What follows belongs to an exercise in optimizing a design on an open flow for small area, a short achievable clock period and few clock cycles per item; a production flow would make more cautious choices. Function was checked by simulation only, so behaviour that the tests miss may differ from the original.

==> design/flow/constraint.sdc <==
create_clock -name core_clock -period 20.0 [get_ports {clk}]
set_input_delay 4.0000 -clock core_clock [delete_from_list [all_inputs] [get_ports {clk}]]
set_output_delay 4.0000 -clock core_clock [all_outputs]
set_load 0.01 [all_outputs]
==> design/flow/config.mk <==
export PLATFORM = sky130hd
export DESIGN_NAME = sensor_thp_compensation_top
export DESIGN_NICKNAME = sensor_thp_compensation_top
export VERILOG_FILES = /design/flow/design.v
export SDC_FILE = /design/flow/constraint.sdc
export NUM_CORES = 4
export LEC_CHECK = 0
export ABC_AREA = 1
export CAP_MARGIN = 60
export CORE_MARGIN = 2
export CORE_UTILIZATION = 45
export CTS_CLUSTER_SIZE = 30
export PLACE_DENSITY = 0.55
export SLEW_MARGIN = 70
==> design/flow/design.v <==
package sthp_pkg;
	localparam int unsigned CmdW = 2;
	localparam int unsigned RawW = 20;
	localparam int unsigned OutW = 18;
	localparam int unsigned CfgIdxW = 3;
	localparam int unsigned CfgDataW = 64;
	localparam logic [CmdW-1:0] CMD_TEMP  = 2'd0;
	localparam logic [CmdW-1:0] CMD_PRESS = 2'd1;
	localparam logic [CmdW-1:0] CMD_HUMID = 2'd2;
	localparam logic [CfgIdxW-1:0] REG_TEMP     = 3'd0;
	localparam logic [CfgIdxW-1:0] REG_PRESS_LO = 3'd1;
	localparam logic [CfgIdxW-1:0] REG_PRESS_HI = 3'd2;
	localparam logic [CfgIdxW-1:0] REG_PRESS_P9 = 3'd3;
	localparam logic [CfgIdxW-1:0] REG_HUMID    = 3'd4;
	localparam logic signed [31:0] TEMP_MIN   = -32'sd4000;
	localparam logic signed [31:0] TEMP_MAX   = 32'sd8500;
	localparam logic [31:0]        PRESS_MIN  = 32'd30000;
	localparam logic [31:0]        PRESS_MAX  = 32'd110000;
	localparam logic signed [31:0] HUM_CAP    = 32'sd419430400;
	localparam logic signed [31:0] HUM_MAX    = 32'sd102400;
endpackage
import sthp_pkg::*;
module sthp_div #(parameter int unsigned STEPS = 4) (
	input  logic [15:0] rem_i,
	input  logic [31:0] nq_i,
	input  logic [15:0] den_i,
	output logic [15:0] rem_o,
	output logic [31:0] nq_o
);
	always_comb begin
		logic [16:0] sh, diff;
		rem_o = rem_i;
		nq_o  = nq_i;
		for (int i = 0; i < STEPS; i++) begin
			sh   = {rem_o, nq_o[31]};
			diff = sh - {1'b0, den_i};
			if (!diff[16]) begin
				rem_o = diff[15:0];
				nq_o  = {nq_o[30:0], 1'b1};
			end else begin
				rem_o = sh[15:0];
				nq_o  = {nq_o[30:0], 1'b0};
			end
		end
	end
endmodule
module sthp_benc #(parameter int NB = 16, parameter int ND = (NB + 1) / 2) (
	input  logic [NB-1:0] b,
	output logic [ND-1:0] one,
	output logic [ND-1:0] two,
	output logic [ND-1:0] neg
);
	logic [2*ND:0] bx;                             
	always_comb begin
		bx = {{(2 * ND - NB + 1){b[NB-1]}}, b, 1'b0};
		for (int i = 0; i < ND; i++) begin
			one[i] = bx[2*i+1] ^ bx[2*i];
			two[i] = (bx[2*i+2] & ~bx[2*i+1] & ~bx[2*i]) | (~bx[2*i+2] & bx[2*i+1] & bx[2*i]);
			neg[i] = bx[2*i+2];
		end
	end
endmodule
module sthp_mulp #(parameter int NA = 16, parameter int ND = 8, parameter int W = 32) (
	input  logic [NA-1:0] a,
	input  logic [ND-1:0] one,
	input  logic [ND-1:0] two,
	input  logic [ND-1:0] neg,
	input  logic [W-1:0]  c,
	input  logic [W-1:0]  d,
	input  logic [W-1:0]  e,
	input  logic [W-1:0]  f,
	output logic [W-1:0]  y
);
	logic [W-1:0] rows [ND+5];
	always_comb begin
		logic [W-1:0]    k, negs;
		logic [NA:0]     mag, r;
		logic [W+NA+2:0] row;
		k    = '0;
		negs = '0;
		for (int i = 0; i < ND; i++) begin
			mag  = one[i] ? {a[NA-1], a} : (two[i] ? {a, 1'b0} : '0);
			r    = neg[i] ? ~mag : mag;
			row  = '0;
			row[NA:0] = {~r[NA], r[NA-1:0]};
			row  = row << (2 * i);
			rows[i] = row[W-1:0];
			if (2 * i < W)
				negs[2*i] = neg[i];
			k = k - (W'(1) << (NA + 2 * i));
		end
		rows[ND]   = k + negs;
		rows[ND+1] = c;
		rows[ND+2] = d;
		rows[ND+3] = e;
		rows[ND+4] = f;
	end
	always_comb begin
		y = '0;
		for (int i = 0; i < ND + 5; i++)
			y = y + rows[i];
	end
endmodule
module sthp_mul #(parameter int NA = 16, parameter int NB = 16, parameter int W = 32) (
	input  logic [NA-1:0] a,
	input  logic [NB-1:0] b,
	input  logic [W-1:0]  c,
	input  logic [W-1:0]  d,
	input  logic [W-1:0]  e,
	input  logic [W-1:0]  f,
	output logic [W-1:0]  y
);
	localparam int ND = (NB + 1) / 2;
	logic [ND-1:0] one, two, neg;
	sthp_benc #(.NB(NB)) u_enc (.b(b), .one(one), .two(two), .neg(neg));
	sthp_mulp #(.NA(NA), .ND(ND), .W(W)) u_mul (.a(a), .one(one), .two(two), .neg(neg),
		.c(c), .d(d), .e(e), .f(f), .y(y));
endmodule
module sthp_sqr #(parameter int N = 17, parameter int W = 32) (
	input  logic [N-1:0] x,
	input  logic [W-1:0] c,
	output logic [W-1:0] y
);
	logic [W-1:0] rows [N+2];
	always_comb begin
		logic [W-1:0] k;
		k = '0;
		for (int i = 0; i <= N + 1; i++)
			rows[i] = '0;
		for (int i = 0; i < N; i++)
			if (2 * i < W)
				rows[N][2*i] = x[i];
		for (int i = 0; i < N - 1; i++)
			for (int j = i + 1; j < N; j++)
				if (i + j + 1 < W) begin
					if (j == N - 1) begin
						rows[i][i+j+1] = ~(x[i] & x[j]);
						k = k - (W'(1) << (i + j + 1));
					end else
						rows[i][i+j+1] = x[i] & x[j];
				end
		rows[N-1] = k;
		rows[N+1] = c;
	end
	always_comb begin
		y = '0;
		for (int i = 0; i <= N + 1; i++)
			y = y + rows[i];
	end
endmodule
import sthp_pkg::*;
module sensor_thp_compensation_top (
	input  logic                          clk,
	input  logic                          arst_n,
	input  logic                          s_tvalid,
	output logic                          s_tready,
	input  logic [23:0]                   s_tdata,   
	input  logic [sthp_pkg::CmdW-1:0]     s_tuser,   
	output logic                          m_tvalid,
	input  logic                          m_tready,
	output logic [23:0]                   m_tdata,   
	input  logic                          cfg_valid,
	output logic                          cfg_ready,
	input  logic [sthp_pkg::CfgIdxW-1:0]  cfg_index,
	input  logic [sthp_pkg::CfgDataW-1:0] cfg_data
);
	localparam int DIVK  = 16;             
	localparam int DS    = 7;              
	localparam int NST   = DS + DIVK + 3;  
	localparam int CAP   = NST + 3;        
	localparam int PW    = 5;               
	function automatic logic signed [31:0] sdiv(input logic signed [31:0] x,
		input int unsigned k);
		logic signed [31:0] bias;
		bias = x[31] ? ((32'sd1 <<< k) - 32'sd1) : 32'sd0;
		sdiv = (x + bias) >>> k;
	endfunction
	function automatic logic signed [31:0] sneg(input logic signed [31:0] x,
		input int unsigned k);
		logic [31:0] mask;
		mask = (32'd1 << k) - 32'd1;
		sneg = {31'd0, x[31] && ((x & mask) != 32'd0)};
	endfunction
	logic [47:0] tcal_q;
	logic [63:0] pcal_lo_q, pcal_hi_q, hcal_q;
	logic [15:0] p9_q;
	assign cfg_ready = 1'b1;
	always_ff @(posedge clk or negedge arst_n) begin
		if (!arst_n) begin
			tcal_q    <= '0;
			pcal_lo_q <= '0;
			pcal_hi_q <= '0;
			p9_q      <= '0;
			hcal_q    <= '0;
		end else if (cfg_valid) begin
			unique case (cfg_index)
				REG_TEMP:     tcal_q    <= cfg_data[47:0];
				REG_PRESS_LO: pcal_lo_q <= cfg_data;
				REG_PRESS_HI: pcal_hi_q <= cfg_data;
				REG_PRESS_P9: p9_q      <= cfg_data[15:0];
				REG_HUMID:    hcal_q    <= cfg_data;
				default:      ;
			endcase
		end
	end
	logic        [15:0] t1, p1;
	logic signed [15:0] t2, t3, p2, p3, p4, p5, p6, p7, p8, p9, h2;
	logic        [7:0]  h1, h3;
	logic signed [11:0] h4, h5;
	logic signed [7:0]  h6;
	assign t1 = tcal_q[15:0];
	assign t2 = tcal_q[31:16];
	assign t3 = tcal_q[47:32];
	assign p1 = pcal_lo_q[15:0];
	assign p2 = pcal_lo_q[31:16];
	assign p3 = pcal_lo_q[47:32];
	assign p4 = pcal_lo_q[63:48];
	assign p5 = pcal_hi_q[15:0];
	assign p6 = pcal_hi_q[31:16];
	assign p7 = pcal_hi_q[47:32];
	assign p8 = pcal_hi_q[63:48];
	assign p9 = p9_q;
	assign h1 = hcal_q[7:0];
	assign h2 = hcal_q[23:8];
	assign h3 = hcal_q[31:24];
	assign h4 = hcal_q[43:32];
	assign h5 = hcal_q[55:44];
	assign h6 = hcal_q[63:56];
	logic signed [18:0] nh5c, p6c, h5x;
	logic signed [16:0] p1c, h2c;
	logic signed [15:0] h6c, h3c, h1c;
	assign h5x  = h5;
	assign nh5c = -h5x;
	assign p6c  = p6;
	assign p1c  = {1'b0, p1};
	assign h2c  = h2;
	assign h6c  = h6;
	assign h3c  = {8'd0, h3};
	assign h1c  = {8'd0, h1};
	logic [7:0] t2_o, t2_t, t2_n, t3_o, t3_t, t3_n, p5_o, p5_t, p5_n, h6_o, h6_t, h6_n;
	logic [7:0] p2_o, p2_t, p2_n, h3_o, h3_t, h3_n, p3_o, p3_t, p3_n, p8_o, p8_t, p8_n;
	logic [7:0] p9_o, p9_t, p9_n, h1_o, h1_t, h1_n;
	logic [9:0] nh5_o, nh5_t, nh5_n, p6_o, p6_t, p6_n;
	logic [8:0] p1_o, p1_t, p1_n, h2_o, h2_t, h2_n;
	sthp_benc #(.NB(16)) u_et2  (.b(t2),   .one(t2_o),  .two(t2_t),  .neg(t2_n));
	sthp_benc #(.NB(16)) u_et3  (.b(t3),   .one(t3_o),  .two(t3_t),  .neg(t3_n));
	sthp_benc #(.NB(16)) u_ep5  (.b(p5),   .one(p5_o),  .two(p5_t),  .neg(p5_n));
	sthp_benc #(.NB(16)) u_eh6  (.b(h6c),  .one(h6_o),  .two(h6_t),  .neg(h6_n));
	sthp_benc #(.NB(16)) u_ep2  (.b(p2),   .one(p2_o),  .two(p2_t),  .neg(p2_n));
	sthp_benc #(.NB(16)) u_eh3  (.b(h3c),  .one(h3_o),  .two(h3_t),  .neg(h3_n));
	sthp_benc #(.NB(16)) u_ep3  (.b(p3),   .one(p3_o),  .two(p3_t),  .neg(p3_n));
	sthp_benc #(.NB(16)) u_ep8  (.b(p8),   .one(p8_o),  .two(p8_t),  .neg(p8_n));
	sthp_benc #(.NB(16)) u_ep9  (.b(p9),   .one(p9_o),  .two(p9_t),  .neg(p9_n));
	sthp_benc #(.NB(16)) u_eh1  (.b(h1c),  .one(h1_o),  .two(h1_t),  .neg(h1_n));
	sthp_benc #(.NB(19)) u_eh5  (.b(nh5c), .one(nh5_o), .two(nh5_t), .neg(nh5_n));
	sthp_benc #(.NB(19)) u_ep6  (.b(p6c),  .one(p6_o),  .two(p6_t),  .neg(p6_n));
	sthp_benc #(.NB(17)) u_ep1  (.b(p1c),  .one(p1_o),  .two(p1_t),  .neg(p1_n));
	sthp_benc #(.NB(17)) u_eh2  (.b(h2c),  .one(h2_o),  .two(h2_t),  .neg(h2_n));
	logic [7:0] p3_oq, p3_tq, p8_oq, p8_tq;
	always_ff @(posedge clk) begin
		p3_oq  <= p3_o;  p3_tq  <= p3_t;
		p8_oq  <= p8_o;  p8_tq  <= p8_t;
	end
	logic [NST-1:0] v_q;                   
	logic [1:0]     cmd_q [NST];           
	logic           s_tready_q;
	logic [PW:0]    cnt_q;                 
	logic           acc, del;
	assign acc = s_tvalid && s_tready_q;
	assign del = m_tvalid && m_tready;
	logic signed [20:0] pa_q;
	logic signed [18:0] pqx_q;
	logic [9:0]         pq_o, pq_t, pq_n;
	logic               pqs_q;
	logic signed [21:0] ha_q;
	logic               ft_we;
	logic signed [21:0] ft_new;
	logic signed [31:0] pa_n, ha_n;
	logic [19:0]        raw0, raw1, raw2, raw3, raw4;
	logic signed [16:0] s0_tb;             
	logic signed [20:0] s1_ax, s2_ax;      
	logic               s1_as, s2_as;
	logic [31:0]        s2_t;              
	logic signed [21:0] s3_ft;             
	logic [31:0]        s3_a, s3_c;        
	logic [31:0]        s4_a, s4_b, s4_d;  
	logic [17:0]        s4_r;              
	logic [21:0]        s5_x;              
	logic [31:0]        s6_m;              
	logic               s6_s;              
	logic [21:0]        s6_x;              
	logic [8:0]         s6_eo, s6_et, s6_en;  
	logic [31:0]        s7_nq;             
	logic signed [16:0] s7_den;            
	logic               s7_hi;
	logic [31:0]        dv_nq  [DIVK+1];   
	logic               dv_hi  [DIVK+1];
	logic               dv_neg [DIVK+1];   
	logic               dv_zero[DIVK+1];   
	logic               dv_qn  [DIVK+1];
	logic [31:0]        e1_x;              
	logic               e1_zero;
	logic [31:0]        e2_a, e2_b, e2_x;
	logic               e2_zero;
	logic               hold_v;            
	logic [1:0]         hold_cmd;
	logic [19:0]        hold_raw;
	logic [1:0]         in_cmd;
	logic [19:0]        in_raw;
	logic               cand, clash, issue;
	logic signed [17:0] t_a0;
	logic signed [16:0] t_b0;
	always_comb begin
		in_cmd = hold_v ? hold_cmd : s_tuser;
		in_raw = hold_v ? hold_raw : s_tdata[RawW-1:0];
		cand   = hold_v || acc;
		clash  = v_q[0] && cmd_q[0] == in_cmd && (in_cmd == CMD_TEMP || in_cmd == CMD_PRESS);
		issue  = cand && !clash;
		t_a0 = signed'({1'b0, in_raw[19:3]}) - signed'({1'b0, t1, 1'b0});
		t_b0 = signed'({1'b0, in_raw[19:4]}) - signed'({1'b0, t1});
	end
	logic signed [31:0] t3_32;
	logic               sel_t3;
	logic signed [19:0] tx_q;
	logic [7:0]         tb_oq, tb_tq, tb_nq;
	logic               tc_q;
	logic signed [31:0] m1bx, m1bs;
	logic signed [19:0] ta20;
	logic [31:0]        ct, mt, m1a, m1b, m2t;
	always_comb begin
		t3_32  = t3;
		sel_t3 = v_q[0] && cmd_q[0] == CMD_TEMP;    
		m1bx   = m1b;
		m1bs   = m1bx >>> 12;
		ta20   = t_a0;
		ct     = tc_q ? t3_32 : '0;
	end
	always_ff @(posedge clk) begin
		tx_q  <= sel_t3 ? m1bs[19:0] : ta20;
		tb_oq <= sel_t3 ? t3_o : t2_o;
		tb_tq <= sel_t3 ? t3_t : t2_t;
		tb_nq <= sel_t3 ? t3_n : t2_n;
		tc_q  <= sel_t3 && sneg(m1bx, 12) != 0;
	end
	sthp_mulp #(.NA(20), .ND(8)) u_mt (.a(tx_q), .one(tb_oq), .two(tb_tq), .neg(tb_nq),
		.c(ct), .d('0), .e('0), .f('0), .y(mt));
	assign m1a = mt;
	assign m2t = mt;
	sthp_sqr #(.N(17))           u_m1b (.x(s0_tb), .c('0), .y(m1b));
	logic signed [31:0] h4_32, s2tx, ft_t, s2ax32, ft32, bpa, bpqx, bha, paq32, pqxq32, haq32;
	logic               bpqs, isp1;
	logic signed [21:0] o3_xa, o3_xb;
	logic [9:0]         o3_ao, o3_at, o3_an;
	logic [7:0]         o3_bo, o3_bt, o3_bn, o3_co, o3_ct, o3_cn;
	logic [31:0]        o3_c, m3a, m3b, m3c;
	always_comb begin
		s2tx   = s2_t;
		s2ax32 = s2_ax;
		ft_t   = s2ax32 + signed'({31'd0, s2_as}) + (s2tx >>> 14) + sneg(s2tx, 14);
		ft_new = ft_t[21:0];
		ft32   = ft_new;
		pa_n   = (ft32 >>> 1) + sneg(ft32, 1) - 32'sd64000;
		ha_n   = ft32 - 32'sd76800;
		ft_we  = v_q[2] && cmd_q[2] == CMD_TEMP;
		paq32  = pa_q;
		pqxq32 = pqx_q;
		haq32  = ha_q;
		bpa    = ft_we ? pa_n : paq32;
		bpqx   = ft_we ? (pa_n >>> 2) : pqxq32;
		bpqs   = ft_we ? (pa_n[31] && (pa_n[1:0] != 2'd0)) : pqs_q;
		bha    = ft_we ? ha_n : haq32;
		h4_32  = h4;
		isp1   = cmd_q[1] == CMD_PRESS;
	end
	sthp_benc #(.NB(19)) u_epq (.b(bpqx[18:0]), .one(pq_o), .two(pq_t), .neg(pq_n));
	always_ff @(posedge clk) begin
		if (isp1) begin
			o3_xa <= bpqx[21:0];
			o3_ao <= pq_o;  o3_at <= pq_t;  o3_an <= pq_n;
			o3_c  <= bpqs ? {bpqx[30:0], 1'b1} : '0;
			o3_xb <= bpa[21:0];
			o3_bo <= p5_o;  o3_bt <= p5_t;  o3_bn <= p5_n;
			o3_co <= p2_o;  o3_ct <= p2_t;  o3_cn <= p2_n;
		end else begin
			o3_xa <= bha[21:0];
			o3_ao <= nh5_o; o3_at <= nh5_t; o3_an <= nh5_n;
			o3_c  <= (signed'({12'd0, raw1}) <<< 14) - (h4_32 <<< 20) + 32'sd16384;
			o3_xb <= bha[21:0];
			o3_bo <= h6_o;  o3_bt <= h6_t;  o3_bn <= h6_n;
			o3_co <= h3_o;  o3_ct <= h3_t;  o3_cn <= h3_n;
		end
	end
	sthp_mulp #(.NA(22), .ND(10)) u_m3a (.a(o3_xa), .one(o3_ao), .two(o3_at), .neg(o3_an),
		.c(o3_c), .d('0), .e('0), .f('0), .y(m3a));
	sthp_mulp #(.NA(22), .ND(8))  u_m3b (.a(o3_xb), .one(o3_bo), .two(o3_bt), .neg(o3_bn),
		.c('0),   .d('0), .e('0), .f('0), .y(m3b));
	sthp_mulp #(.NA(22), .ND(8))  u_m3c (.a(o3_xb), .one(o3_co), .two(o3_ct), .neg(o3_cn),
		.c('0),   .d('0), .e('0), .f('0), .y(m3c));
	logic signed [20:0] o4_x;
	logic [9:0]         o4_o, o4_t, o4_n;
	logic [31:0]        o4_c, o4_d;
	logic signed [18:0] o4_e;
	logic [1:0]         o4_f;
	logic signed [31:0] m3ax, m3bx, m3cx, hx1, hx2, p6_32, p3_32, s3ax, o4_e32;
	logic               hs1, hs2;
	logic [9:0]         hx2_o, hx2_t, hx2_n;
	logic signed [18:0] x13;
	logic [31:0]        m4a, m4b, d4b;
	logic signed [31:0] t_tmp, ft3_32;
	logic [17:0]        t_res;
	always_comb begin
		m3ax  = m3a;
		m3bx  = m3b;
		m3cx  = m3c;
		p6_32 = p6;
		p3_32 = p3;
		hx1   = m3bx >>> 10;
		hs1   = sneg(m3bx, 10) != 0;
		hx2   = m3cx >>> 11;
		hs2   = sneg(m3cx, 11) != 0;
	end
	sthp_benc #(.NB(19)) u_ehx2 (.b(hx2[18:0]), .one(hx2_o), .two(hx2_t), .neg(hx2_n));
	always_ff @(posedge clk) begin
		if (cmd_q[2] == CMD_PRESS) begin
			o4_x <= 21'(m3ax >>> 11);
			o4_o <= p6_o; o4_t <= p6_t; o4_n <= p6_n;
			o4_c <= {m3b[30:0], 1'b0};
			o4_d <= sneg(m3ax, 11) != 0 ? p6_32 : '0;
			o4_e <= '0;
			o4_f <= '0;
		end else begin
			o4_x <= hx1[20:0];
			o4_o <= hx2_o; o4_t <= hx2_t; o4_n <= hx2_n;
			o4_c <= hx1 <<< 15;
			o4_d <= hs2 ? hx1 : '0;
			o4_e <= hs1 ? hx2[18:0] : '0;
			o4_f <= {hs1, hs1 & hs2};
		end
	end
	always_comb begin
		o4_e32 = o4_e;
		s3ax   = s3_a;
		x13    = 19'(s3ax >>> 13);
		d4b    = sneg(s3ax, 13) != 0 ? p3_32 : '0;
		ft3_32 = s3_ft;
		t_tmp = sdiv(ft3_32 * 32'sd5 + 32'sd128, 8);
		if (t_tmp < TEMP_MIN)
			t_res = TEMP_MIN[OutW-1:0];
		else if (t_tmp > TEMP_MAX)
			t_res = TEMP_MAX[OutW-1:0];
		else
			t_res = t_tmp[OutW-1:0];
	end
	sthp_mulp #(.NA(21), .ND(10)) u_m4a (.a(o4_x), .one(o4_o), .two(o4_t), .neg(o4_n),
		.c(o4_c), .d(o4_d), .e(o4_e32), .f({16'd0, o4_f[1], 14'd0, o4_f[0]}), .y(m4a));
	sthp_mulp #(.NA(19), .ND(8))  u_m4b (.a(x13), .one(p3_oq), .two(p3_tq), .neg(p3_n),
		.c('0),  .d(d4b), .e('0), .f('0), .y(m4b));
	logic signed [31:0] p_ed, p_b, p_p0, p4_32, s4ax, s4bx, s4dx, a2x, h4x, h_e;
	always_comb begin
		p4_32 = p4;
		s4ax = s4_a;
		s4bx = s4_b;
		s4dx = s4_d;
		p_ed = (s4bx >>> 3) + sneg(s4bx, 3) + (s4dx >>> 1) + sneg(s4dx, 1);
		a2x  = p_ed >>> 18;
		p_b  = (s4ax >>> 2) + sneg(s4ax, 2) + (p4_32 <<< 16);
		p_p0 = 32'sd1048576 - signed'({12'd0, raw4}) - (p_b >>> 12) - sneg(p_b, 12);
		h4x  = s4ax >>> 10;
		h_e  = sdiv(s4_d, 15);
	end
	logic [22:0]        o6_x;
	logic [8:0]         o6_o, o6_t, o6_n;
	logic               o6_h;
	logic signed [16:0] o6_d;
	logic signed [31:0] d6;
	logic [31:0]        m6;
	logic               isp5, s5s;
	always_comb begin
		isp5 = cmd_q[4] == CMD_PRESS;
		s5s  = isp5 ? sneg(p_ed, 18) != 0 : sneg(s4ax, 10) != 0;
		d6   = o6_d;
	end
	always_ff @(posedge clk) begin
		if (isp5) begin
			o6_x <= {7'd0, ~a2x[15], a2x[14:0]};
			o6_o <= p1_o; o6_t <= p1_t; o6_n <= p1_n;
			o6_d <= s5s ? {1'b0, p1} : '0;
		end else begin
			o6_x <= {1'b0, ~h4x[21], h4x[20:0]};
			o6_o <= h2_o; o6_t <= h2_t; o6_n <= h2_n;
			o6_d <= s5s ? h2c : '0;
		end
		o6_h <= !isp5;
	end
	sthp_mulp #(.NA(23), .ND(9)) u_m6 (.a(o6_x), .one(o6_o), .two(o6_t), .neg(o6_n),
		.c(o6_h ? 32'd8192 : 32'd0), .d(d6), .e('0), .f('0), .y(m6));
	logic signed [31:0] p_a3, p_1v, p0_32, hbx, he32;
	logic signed [21:0] p0_22;
	logic signed [16:0] he7;
	logic signed [17:0] hb7;
	logic [31:0]        p_num, m7;
	always_comb begin
		p_a3  = sdiv(signed'(s6_m), 15);
		p0_22 = s6_x;
		p0_32 = p0_22;
		p_1v  = p0_32 * 32'sd3125;
		p_num = p_1v[31] ? p_1v : {p_1v[30:0], 1'b0};
		he7   = s6_x[16:0];
		he32  = he7;
		hbx   = signed'(s6_m) >>> 14;
		hb7   = hbx[17:0];
	end
	logic [8:0] e5_o, e5_t, e5_n;
	sthp_benc #(.NB(17)) u_ee (.b(s5_x[16:0]), .one(e5_o), .two(e5_t), .neg(e5_n));
	sthp_mulp #(.NA(18), .ND(9)) u_m7 (.a(hb7), .one(s6_eo), .two(s6_et), .neg(s6_en), .c('0),
		.d(s6_s ? he32 : '0), .e('0), .f('0), .y(m7));
	localparam int DIVU = (DIVK + 1) / 2;
	logic [15:0] lrem_q [DIVU];
	logic [31:0] lnq_q  [DIVU];
	logic [15:0] lden_q [DIVU];
	logic [15:0] lrem_n [DIVU];
	logic [31:0] lnq_n  [DIVU];
	logic [DIVU-1:0] lload;                 
	genvar gi;
	generate
		for (gi = 0; gi < DIVU; gi++) begin : g_div
			sthp_div #(.STEPS(2 * gi < 32 % DIVK ? 32 / DIVK + 1 : 32 / DIVK)) u_div (
				.rem_i (lrem_q[gi]),
				.nq_i  (lnq_q[gi]),
				.den_i (lden_q[gi]),
				.rem_o (lrem_n[gi]),
				.nq_o  (lnq_n[gi])
			);
			if (gi == 0) begin : g_first
				assign lload[gi] = v_q[DS-1] && cmd_q[DS-1] == CMD_PRESS;
			end else begin : g_next
				assign lload[gi] = v_q[DS+2*gi-1] && cmd_q[DS+2*gi-1] == CMD_PRESS;
			end
		end
	endgenerate
	always_ff @(posedge clk) begin
		for (int j = 0; j < DIVU; j++) begin
			if (j == 0) begin
				lrem_q[j] <= lload[j] ? 16'd0 : lrem_n[j];
				lnq_q[j]  <= lload[j] ? p_num : lnq_n[j];
				if (lload[j])
					lden_q[j] <= p_a3[15:0];
			end else begin
				lrem_q[j] <= lload[j] ? lrem_n[j-1] : lrem_n[j];
				lnq_q[j]  <= lload[j] ? lnq_n[j-1] : lnq_n[j];
				if (lload[j])
					lden_q[j] <= lden_q[j-1];
			end
		end
	end
	assign dv_nq[0]   = s7_nq;
	assign dv_hi[0]   = s7_hi;
	assign dv_neg[0]  = s7_den[16];
	assign dv_zero[0] = s7_den == 0;
	assign dv_qn[0]   = neg_q;
	logic [16:0] neg_m;
	logic        neg_q;
	always_comb begin
		neg_m = 17'(-s7_den);
		neg_q = (~s7_nq) < {15'd0, neg_m};
	end
	logic [31:0]        p_2v, q_div, q_fin, ce1, me1;
	logic [29:0]        xe1_q;
	logic               hss_q;
	logic signed [31:0] hsx, dvx, xe1x;
	logic               hss, islast;
	always_comb begin
		islast = cmd_q[DS+DIVK-1] == CMD_PRESS;
		q_div  = lnq_n[DIVU-1];
		q_fin  = dv_neg[DIVK-1] ? {31'd0, dv_qn[DIVK-1]} : q_div;
		p_2v   = dv_hi[DIVK-1] ? {q_fin[30:0], 1'b0} : q_fin;
		dvx    = dv_nq[DIVK-1];
		hsx    = dvx >>> 15;
		hss    = sneg(dvx, 15) != 0;
		xe1x   = signed'(xe1_q);
		ce1    = hss_q ? {xe1x[30:0], 1'b1} : '0;
	end
	always_ff @(posedge clk) begin
		xe1_q <= islast ? {1'b0, p_2v[31:3]} : hsx[29:0];
		hss_q <= !islast && hss;
	end
	sthp_sqr #(.N(30)) u_me1 (.x(xe1_q), .c(ce1), .y(me1));
	logic signed [24:0] xe2b_q;
	logic               hs7_q;
	logic [7:0]         ye2b_o, ye2b_t, ye2b_n;
	logic [31:0]        me2a, me2b, de2b;
	logic signed [30:0] pe2;
	logic signed [31:0] me1x, hd1;
	always_comb begin
		pe2  = {1'b0, e1_x[31:2]};
		me1x = me1;
		hd1  = me1x >>> 7;
		de2b = hs7_q ? {24'd0, h1} : '0;
	end
	always_ff @(posedge clk) begin
		if (cmd_q[DS+DIVK] == CMD_PRESS) begin
			xe2b_q <= {6'd0, me1[31:13]};
			hs7_q  <= 1'b0;
			ye2b_o <= p9_o; ye2b_t <= p9_t; ye2b_n <= p9_n;
		end else begin
			xe2b_q <= hd1[24:0];
			hs7_q  <= sneg(me1x, 7) != 0;
			ye2b_o <= h1_o; ye2b_t <= h1_t; ye2b_n <= h1_n;
		end
	end
	sthp_mulp #(.NA(31), .ND(8)) u_me2a (.a(pe2),  .one(p8_oq),  .two(p8_tq),  .neg(p8_n),
		.c('0), .d('0),  .e('0), .f('0), .y(me2a));
	sthp_mulp #(.NA(25), .ND(8)) u_me2b (.a(xe2b_q), .one(ye2b_o), .two(ye2b_t), .neg(ye2b_n),
		.c('0), .d(de2b), .e('0), .f('0), .y(me2b));
	logic signed [31:0] p_s3, hum, p7_32, e2ax, e2bx, e2xx;
	logic [31:0]        p_sum;
	logic [17:0]        res;
	always_comb begin
		p7_32 = p7;
		e2ax  = e2_a;
		e2bx  = e2_b;
		e2xx  = e2_x;
		p_s3  = (e2bx >>> 12) + sneg(e2bx, 12) + (e2ax >>> 13) + sneg(e2ax, 13) + p7_32;
		p_sum = e2xx + (p_s3 >>> 4) + sneg(p_s3, 4);
		hum   = e2xx - (e2bx >>> 4) - sneg(e2bx, 4);
		if (hum < 0)
			hum = '0;
		if (hum > HUM_CAP)
			hum = HUM_CAP;
		hum = hum >>> 12;
		if (hum > HUM_MAX)
			hum = HUM_MAX;
		unique case (cmd_q[NST-1])
			CMD_PRESS: begin
				if (e2_zero || p_sum < PRESS_MIN)
					res = PRESS_MIN[OutW-1:0];
				else if (p_sum > PRESS_MAX)
					res = PRESS_MAX[OutW-1:0];
				else
					res = p_sum[OutW-1:0];
			end
			CMD_HUMID: res = hum[OutW-1:0];
			CMD_TEMP:  res = e2_x[OutW-1:0];
			default:   res = '0;
		endcase
	end
	always_ff @(posedge clk) begin
		raw0  <= in_raw;
		s0_tb <= t_b0;
		raw1  <= raw0;
		s1_ax <= 21'(signed'(m1a) >>> 11);
		s1_as <= sneg(m1a, 11) != 0;
		raw2  <= raw1;
		s2_t  <= m2t;
		s2_ax <= s1_ax;
		s2_as <= s1_as;
		raw3  <= raw2;
		s3_ft <= ft_new;
		s3_a  <= m3a;
		s3_c  <= m3c;
		raw4 <= raw3;
		s4_a <= m4a;
		s4_b <= m4b;
		s4_d <= (cmd_q[3] == CMD_PRESS) ? s3_c : s3_a;
		s4_r <= t_res;
		s5_x  <= (cmd_q[4] == CMD_PRESS) ? p_p0[21:0] :
		         (cmd_q[4] == CMD_HUMID) ? h_e[21:0] : {4'd0, s4_r};
		s6_m <= m6;
		s6_s <= sneg(m6, 14) != 0;
		s6_x <= s5_x;
		s6_eo <= e5_o;
		s6_et <= e5_t;
		s6_en <= e5_n;
		s7_nq  <= (cmd_q[6] == CMD_PRESS) ? p_num :
		          (cmd_q[6] == CMD_HUMID) ? m7 : {14'd0, s6_x[17:0]};
		s7_den <= p_a3[16:0];
		s7_hi  <= p_1v[31];
		for (int i = 0; i < DIVK; i++) begin
			if (i == DIVK - 1)
				dv_nq[i+1] <= islast ? p_2v : dv_nq[i];
			else
				dv_nq[i+1] <= dv_nq[i];
			dv_hi[i+1]   <= dv_hi[i];
			dv_neg[i+1]  <= dv_neg[i];
			dv_zero[i+1] <= dv_zero[i];
			dv_qn[i+1]   <= dv_qn[i];
		end
		e1_x    <= dv_nq[DIVK];
		e1_zero <= dv_zero[DIVK];
		e2_a    <= me2a;
		e2_b    <= me2b;
		e2_x    <= e1_x;
		e2_zero <= e1_zero;
		for (int i = 0; i < NST; i++)
			cmd_q[i] <= (i == 0) ? in_cmd : cmd_q[i-1];
	end
	logic [CAP*OutW-1:0] fifo_q;           
	logic [OutW-1:0] res_q;                
	logic            wr_q;
	logic [PW-1:0]   wp_q, rp_q;
	logic [PW:0]     fcnt_q;
	logic            m_tvalid_q;
	logic            wr;
	logic [PW:0]     fcnt_n, cnt_n;
	logic [PW-1:0]   rp_n;
	logic [OutW-1:0] out_q;                
	assign wr     = wr_q;
	assign fcnt_n = fcnt_q + (wr ? 1 : 0) - (del ? 1 : 0);
	assign cnt_n  = cnt_q + (acc ? 1 : 0) - (del ? 1 : 0);
	assign rp_n   = !del ? rp_q : (rp_q == PW'(CAP - 1)) ? '0 : rp_q + 1'b1;
	always_ff @(posedge clk) begin
		res_q <= res;
		for (int i = 0; i < CAP; i++)
			if (wr && wp_q == PW'(i))
				fifo_q[i*OutW +: OutW] <= res_q;
		out_q <= (wr && wp_q == rp_n) ? res_q : fifo_q[rp_n*OutW +: OutW];
	end
	always_ff @(posedge clk or negedge arst_n) begin
		if (!arst_n) begin
			v_q        <= '0;
			wr_q       <= 1'b0;
			hold_v     <= 1'b0;
			hold_cmd   <= '0;
			hold_raw   <= '0;
			pa_q       <= -21'sd64000;
			pqx_q      <= -19'sd16000;
			pqs_q      <= 1'b0;
			ha_q       <= -22'sd76800;
			s_tready_q <= 1'b1;
			cnt_q      <= '0;
			fcnt_q     <= '0;
			wp_q       <= '0;
			rp_q       <= '0;
			m_tvalid_q <= 1'b0;
		end else begin
			v_q <= {v_q[NST-2:0], issue};
			wr_q <= v_q[NST-1];
			hold_v <= cand && clash;
			if (!hold_v) begin
				hold_cmd <= s_tuser;
				hold_raw <= s_tdata[RawW-1:0];
			end
			if (ft_we) begin
				pa_q  <= pa_n[20:0];
				pqx_q <= pa_n[20:2];
				pqs_q <= pa_n[31] && (pa_n[1:0] != 2'd0);
				ha_q  <= ha_n[21:0];
			end
			cnt_q      <= cnt_n;
			s_tready_q <= cnt_n < CAP && !(cand && clash);
			fcnt_q     <= fcnt_n;
			m_tvalid_q <= fcnt_n != 0;
			if (wr)
				wp_q <= (wp_q == PW'(CAP - 1)) ? '0 : wp_q + 1'b1;
			rp_q <= rp_n;
		end
	end
	assign s_tready = s_tready_q;
	assign m_tvalid = m_tvalid_q;
	assign m_tdata  = {{(24-OutW){1'b0}}, out_q};
endmodule
==> design/flow/run.sh <==
#!/bin/bash
# synth_recipe.tcl (not shown) runs the flow's synth.tcl, then flattens the netlist and writes it again
# the make line also repeats each setting of config.mk as NAME=value (left out here)
make -C /OpenROAD-flow-scripts/flow DESIGN_CONFIG=/design/flow/config.mk WORK_HOME=/design/flow/orfs CLKGATE_MAP_FILE= SYNTH_SCRIPT=/design/flow/synth_recipe.tcl finish
==> results.ini <==
[clocking]
cts_hold_buf = 0
cts_resized = 0
cts.sinks = 3214
cts_setup_buffers = 0
cts_buffer_depth = 4
cts_made_buffers = 353
clockRootBuffer = clkbuf_16
clk_pin_slew_ns = 0.06
clock_latency_ns = 1.06
tritoncts = built
cts_htree_levels = 5

[timing]
hold_viol = 0
maxSlewViolCount = 0
clock_skew_ns = 0.1340
finalCritPeriodShare_pct = 38.91
setup_viol = 0
tightest_slew_ns = 0.5241
grt_setup_unrepaired = false
max_freq_mhz = 128.5
max-slew-margin-rel_pct = 65.06
min_period_ns = 7.782
finalSetupTns_ns = 0

[global_routing]
grt_pass1_vias = 187400
grt_pass1_wl_mm = 1155
antenna_found_initial = 68
grt_use_total_pct = 27.78
grt.overflow.total = 0
grt_start_max_net_pins = 78

[die]
ios = 125
dieArea_um2 = 537900
die_w_um = 733.4
start_util_pct = 45.24
fp.coreArea_um2 = 529200
num_rows = 267
fp.dieH_um = 733.4

[logic_synthesis]
synth_cell_types = 85
ys_ff_latch = 3214
synth_seq_area_share_pct = 30.38
synth_area_um2 = 239400
avgSynthCellArea_um2 = 8.475
ys.flop_type = dfxtp_1
synth_common_cells = inv_1, nand2_1, o21ai_0
syn_inst = 28250
async_flop_share_pct = 11.64
yosysMostFrequentCell = inv_1
synth_edf_count = 650
synth_top_cell_by_area = dfxtp_1
yosys.area.top_type_share_pct = 18.31
synth_area_leaders = dfxtp_1, fa_1, ha_1, xor2_1, edfxtp_1
yosys_warnings = 47

[final_layout]
drive_above_1_share_pct = 7.215
final_cells = 35190
area_growth_pct = 9.995
nets = 31610

[place]
dp_cells = 34460
hpwl_mm = 590.3
portBuffers = 113
gp_congestion = 0.9490

[drt]
drtAntennaViolNets = 0
drt_wl_total_mm = 761.1
drc_errors = 0
wl_per_cell_um = 21.63
num_vias = 190100
initialDrtViolationCount = 16000
firstDrtPassIters = 7
avgViaCountPerCell = 5.401

[setup_path]
critical_path_class = reg -> reg
worst_path_most_repeated_cell = nor2_1
start_kind = register
end_kind = register
r2r_start = e2_b[5]$_DFF_P_
crit_path_max_fanout = 16
rr_worst_depth = 34
max_stage_delay_ns = 0.54
worst-endpoint-arrival_ns = 8.62
r2r-end = res_q[13]$_SDFF_PN0_
required_ns = 20.84
reg2reg_slack_ns = 12.22
crit_slowest_cell = fa_1

[flow_run]
cap_violations = 0

[min_path]
hp-class = reg -> reg
min_to = dv_nq[7][3]$_DFF_P_
holdCritStartpoint = dv_nq[6][3]$_DFF_P_
hold_path_depth = 0

[status]
status = no timing/DRC/antenna violations

-- stage by stage --
stage	utilization [%]	instance area, um2	worst slack, ns	hold slack, ns
detailed placement	47.33	250500	11.84	0.3120
finish	49.76	263300	12.22	0.2296
floorplan	-	239400	13.51	0.3096
CTS	49.62	262600	12.26	0.2313
global placement	46.67	247000	11.01	0.3103
global route	49.75	263200	11.72	0.2527
-- critical path, delay by kind of cell (launching register included) --
kind,cells,cell delay (ns)
buffers and inverters,1,0.05
adder cells (fa/ha/maj),4,1.77
AO/OA/AOI/OAI,7,1.93
AND/OR/NAND/NOR,21,3.33
XOR/XNOR,1,0.20
flip-flops,1,0.36
-- cell type report --
class | instances | area [um2]
well taps | 6994 | 8751
diodes | 57 | 142.6
fillers | 50860 | 265800
clock inverters | 156 | 1848
flip-flops and latches | 3214 | 72980
multi-input cells | 19260 | 147000
clock buffers | 498 | 10270
inverters | 4525 | 17420
repair buffers | 485 | 4966
-- routing by layer --
metal	vias to the layer above	wire, um	global-route usage [%]	part of all wire [%]
li1	90420	-	-	-
met1	91570	326900	37.21	43
met2	6621	345000	44.89	45
met3	1437	55070	4.495	7.2
met4	12	34060	11.11	4.5
met5	-	76	0	0.010
-- cell usage in the layout (no fill, tap or decap), types with 105 or more instances in the layout --
cell type,count
nor2_1,1200
fa_1,1841
nand2_1,4212
inv_1,4112
dfxtp_1,2073
a21oi_1,1070
o21ai_0,3240
ha_1,1829
clkbuf_16,369
nand3_1,823
o21bai_1,114
o22ai_1,772
edfxtp_1,650
inv_2,211
buf_4,231
or2_2,141
clkdlybuf4s50_1,115
xor2_1,2207
dfrtp_1,348
nor3_1,137
xnor2_1,322
inv_4,105
nand4_1,134
-- state kept, by name, indices dropped and copies added, names as in the netlist, 48 cells and up --
name,cells
fifo_q,522
cmd_q,52
lden_q,128
hcal_q,64
pcal_lo_q,64
dv_nq,511
pcal_hi_q,64
lnq_q,256
lrem_q,128
tcal_q,48
-- worst max path at each step --
stage	start	endpoint	slack (ns)	cells after the start
finish	e2_b[5]$_DFF_P_	res_q[13]$_SDFF_PN0_	12.22	34
floorplan	o4_n[1]$_DFF_P_	s4_a[29]$_DFF_P_	13.51	24
global route	e2_b[5]$_DFF_P_	res_q[13]$_SDFF_PN0_	11.72	34
detailed placement	m_tready	out_q[16]$_DFF_P_	11.84	16
global placement	m_tready	out_q[0]$_DFF_P_	11.01	14
CTS	e2_b[5]$_DFF_P_	res_q[13]$_SDFF_PN0_	12.26	34
-- logic make-up (layout without fill, tap and decap cells) --
logic type | after synthesis | after routing | synth area share (%)
buffers and inverters | 5780 | 5664 | 9.103
DFF | 3214 | 3214 | 30.38
other | 2 | 64 | 0.003137
xor gates and xnor gates | 2631 | 2631 | 9.660
and+or+nand+nor | 6983 | 6983 | 12.06
AOI/OAI and AO/OA | 5931 | 5931 | 13.67
adders and majority gates | 3670 | 3670 | 24.95
muxes | 37 | 37 | 0.1683
Testbench counts, summed over its fixed seeds: cycles 3,440, items 3,200.

separate check: timing with driven ports:
The results above use ideal ports. As a check the final layout listed here was re-extracted and re-timed, cells and wires unchanged. Step 1 sets driving cells, clkbuf_16 on the clock port and buf_2 on the other inputs (assumed; they add their load-dependent delay and slew). Step 2 times the ports against the registers' clock, not the clock port: input delays grow and output delays shrink by t, the midpoint of the rising clock arrivals with the driver on. a / b / c = no drivers / after step 1 / after step 2; a / b = the first two.
t (ns): 1.109
slack for setup (ns): 12.218 / 12.218 / 11.827
worst slew at a driven data input, ns: 0.12
After both steps this run still meets setup and hold. The setup slack of this run moves by 0.000 ns with the drivers and by -0.391 ns with both steps.
